Source: an optimization exercise on an open RTL-to-GDS flow (aim: small area, a short achievable clock period and few clock cycles per item). Production flows keep margins and buffers that such runs may drop.
Function was checked by simulation only, so behaviour that the tests miss may differ from the original.

Setup of job 101:
==> flow/design.v (excerpt) <==
module scalar_kalman_filter
(
    input  wire                       i_clk,
    input  wire                       i_rst_n,
    input  wire                       i_cfg_valid,
    output logic                      o_cfg_ready,
    input  wire       [CFG_IDX_W-1:0] i_cfg_index,
    input  wire       [CFG_DAT_W-1:0] i_cfg_data,
    input  wire                       i_in_valid,
    output logic                      o_in_ready,
    input  wire signed [SAMPLE_W-1:0] i_in_sample,
    output logic                      o_out_valid,
    input  wire                       i_out_ready,
    output logic signed [EST_W-1:0]   o_out_estimate,
    output logic       [GAIN_W-1:0]   o_out_gain
);
    logic        r_idle;      
    logic        r_fin;       
    logic        r_fix;       
    logic        r_div;       
    logic        r_first;     
    logic        r_second;    
    logic        r_last;      
    logic [3:0]  r_cnt;
    logic        r_k30;       
    logic        r_in_ready;
    logic        r_out_valid;
    logic [31:0] r_meas_noise;
    logic [31:0] r_proc_noise;
    logic [31:0] r_pp;        
    logic [32:0] r_den;       
    logic [32:0] r_rem;       
    logic [1:0]  r_d;         
    logic [30:0] r_q;         
    logic [61:0] r_u;         
    logic [61:0] r_x;         
    logic [32:0] r_diff;      
    logic signed [EST_W-1:0] r_est;
    logic accept;
    logic start;
    logic stall;
    assign accept = i_in_valid && r_in_ready;
    assign start  = accept;
    assign stall  = r_second && r_out_valid;
  ...
export LEC_CHECK = 0
export CAP_MARGIN = 20
export CORE_MARGIN = 2
export CORE_UTILIZATION = 40
export SLEW_MARGIN = 20
create_clock -name core_clock -period 12.0 [get_ports {i_clk}]
standard.sh (not shown) runs the stock make flow with config.mk's settings and CLKGATE_MAP_FILE= SYNTH_SCRIPT=/design/flow/synth_recipe.tcl, a recipe that flattens the netlist after the stock synthesis.
==> flow/flow/run.sh <==
#!/bin/bash
# Standard layout (the standard.sh, unchanged synthesis), with timing repair aiming for
# 7.75 ns of setup slack at the design's clock period, and plain buffers on the ports.
# The clock and constraints are unchanged.
set -euo pipefail
bash standard.sh SETUP_SLACK_MARGIN=7.75 'BUFFER_PORTS_ARGS=-buffer_cell sky130_fd_sc_hd__buf_2' finish > standard.log 2>&1
Testbench counts of job 101, summed over its fixed seeds: cycles 34,880, items 2,048.
### job 101 -> job 102
==> flow/flow/run.sh <==
#!/bin/bash
# Standard layout (the standard.sh, unchanged synthesis), with timing repair aiming for
# 7.0 ns of setup slack at the design's clock period, and plain buffers on the ports.
# The clock and constraints are unchanged.
set -euo pipefail
bash standard.sh SETUP_SLACK_MARGIN=7.0 'BUFFER_PORTS_ARGS=-buffer_cell sky130_fd_sc_hd__buf_2' finish > standard.log 2>&1
==> comparison <==
Count of cells resized by post-cts repair (job 102 over job 101): decrease, 122
The global-route usage in job 102 was lower than what job 101 gave.
Reported for job 102 and job 101, remaining routing DRC violations turned out identical to the last digit.
> inputs changed (job 102 -> job 103)
Settings: GPL_ROUTABILITY_DRIVEN: unset -> 0; PLACE_DENSITY: unset -> 0.75.
==> flow/flow/run.sh <==
#!/bin/bash
# Standard layout (the standard.sh, unchanged synthesis), with timing repair aiming for
# 7.5 ns of setup slack at the design's clock period, and plain buffers on the ports.
# The clock and constraints are unchanged.
set -euo pipefail
bash standard.sh SETUP_SLACK_MARGIN=7.5 'BUFFER_PORTS_ARGS=-buffer_cell sky130_fd_sc_hd__buf_2' finish > standard.log 2>&1
### Flow results
Comparing job 103 and job 102, the higher clock skew was measured on job 102.
Job 102 -> job 103: total number of clock tree sinks delta 0, exact match
As of job 103, first-pass GRT wire length had fallen slightly compared to job 102.
Job 103 ends up with a final worst slack that is 0.25 ns higher than in job 102.
[inputs] job 104 vs job 103
Settings: a change of SLEW_MARGIN from 20 to 0; a change of CAP_MARGIN from 20 to 0; a deleted PLACE_DENSITY that had been 0.75; a deleted GPL_ROUTABILITY_DRIVEN that had been 0.
Results
- Row detailed route wirelength on metal3: job 104 lower / job 103 higher
- Number of non-filler instances in the completed layout essentially unchanged between job 104 and job 103.
- Non-clock buffer count (higher): job 104
- Job 103 ended up with sky130_fd_sc_hd__nor2_1 as its cell with the largest stage delay on the worst path; job 104 ended up with sky130_fd_sc_hd__fa_1.
- Diff job 103..job 104 | DRC violations left | negligible
- Layout overhead on the synthesized area: job 104 higher than job 103
- Compared job 103 against job 104; synthesized area within noise.
- Comparing job 103 against job 104, there is no change at all in number of pins with negative max-slew slack in the final report.
- Job 104 finished every step from synthesis to the final layout, and the layout passed the timing, design-rule and antenna checks.
- Delta (job 104 minus job 103): number of cell instances on the worst register-to-register path now sits higher, antenna diode count now sits lower, setup fix buffers added after clock tree synthesis now sits lower.

---

## lane 3
Another version of the RTL of scalar_kalman_filter (not shown whole).
Size: roughly 4100 cells after synthesis, about 100 I/O pins.
Design scalar_kalman_filter, start of the top module:
module scalar_kalman_filter
(
    input  wire                       i_clk,
    input  wire                       i_rst_n,
    input  wire                       i_cfg_valid,
    output logic                      o_cfg_ready,
    input  wire       [CFG_IDX_W-1:0] i_cfg_index,
    input  wire       [CFG_DAT_W-1:0] i_cfg_data,
    input  wire                       i_in_valid,
    output logic                      o_in_ready,
    input  wire signed [SAMPLE_W-1:0] i_in_sample,
    output logic                      o_out_valid,
    input  wire                       i_out_ready,
    output logic signed [EST_W-1:0]   o_out_estimate,
    output logic       [GAIN_W-1:0]   o_out_gain
);
clock: 12.0 ns
lec_check: 0
cap_margin: 20
core_margin: 2
core_utilization: 60
slew_margin: 20
==> flow/flow/run.sh <==
#!/bin/bash
# Standard layout (the standard.sh, unchanged synthesis), with timing repair aiming for
# 8 ns of setup slack at the design's clock period. The clock and constraints are unchanged.
set -euo pipefail
bash standard.sh SETUP_SLACK_MARGIN=8 finish > standard.log 2>&1
Testbench counts of lane 3, summed over its fixed seeds: cycles 34,880, items 2,048.
Modified inputs, lane 4 compared to lane 3
- CORE_UTILIZATION now 40, was 60
==> flow/flow/run.sh <==
#!/bin/bash
# Standard layout (the standard.sh, unchanged synthesis), with timing repair aiming for
# 8 ns of setup slack at the design's clock period, and plain buffers on the ports.
# The clock and constraints are unchanged.
set -euo pipefail
bash standard.sh SETUP_SLACK_MARGIN=8 'BUFFER_PORTS_ARGS=-buffer_cell sky130_fd_sc_hd__buf_2' finish > standard.log 2>&1
[summary]
- Lane 3 finished every step from synthesis to the final layout, and the layout passed the timing, design-rule and antenna checks.
- Lane 4 was carried through to the last stage, and its layout satisfied the timing, design-rule and antenna checks.
- Relative to lane 3, lane 4 improves via total after detailed routing.
- As of lane 4, highest achievable clock rate had fallen slightly compared to lane 3.
- Compared to lane 3, lane 4 has share of the clock period used by the worst path after layout 0.31 points higher.
- Lane 3 -> lane 4: total placed cells including tap cells increased by a little under 10%
- In lane 4 the headroom to the max-slew limit turned out 9.4 points higher than in lane 3.
- Post-synthesis to final-layout area growth ends up higher on lane 4.
- Diff lane 3 -> lane 4 | buffer count excluding the clock tree in the final layout | up by a little under 10%

==> afterwards: timing with drivers on the ports <==
No port has a modelled driver above. Below, the same layouts with a new extraction and two added sets of constraints.
Step 1, drivers: a clkbuf_16 drives i_clk and a buf_2 each remaining input, both assumed.
Step 2 times the ports against the registers' clock, not the clock port: input delays grow and output delays shrink by t, the midpoint of the rising clock arrivals with the driver on.
Slacks: ideal / step 1 / step 2; pairs: ideal / step 1.
run | t (ns) | slack for setup (ns) | worst setup path after step 2 | clock arrival spread, ns | pins driven straight from the clock port
job 101 | 0.676 | 7.702 / 7.702 / 7.241 | input to register | 0.050 / 0.050 | 1
job 102 | 0.682 | 7.225 / 7.225 / 6.754 | input to register | 0.063 / 0.063 | 1
job 103 | 0.641 | 7.475 / 7.475 / 7.006 | input to register | 0.040 / 0.040 | 1
job 104 | 0.687 | 7.585 / 7.585 / 6.975 | input to register | 0.056 / 0.056 | 1
lane 3 | 0.661 | 7.883 / 7.883 / 7.327 | input to register | 0.035 / 0.035 | 1
lane 4 | 0.671 | 7.846 / 7.846 / 7.449 | input to register | 0.055 / 0.055 | 1
After both steps setup and hold are still met in every run listed. The setup slack of job 104, which loses most, moves by 0.000 ns with the drivers and by -0.610 ns with both steps.
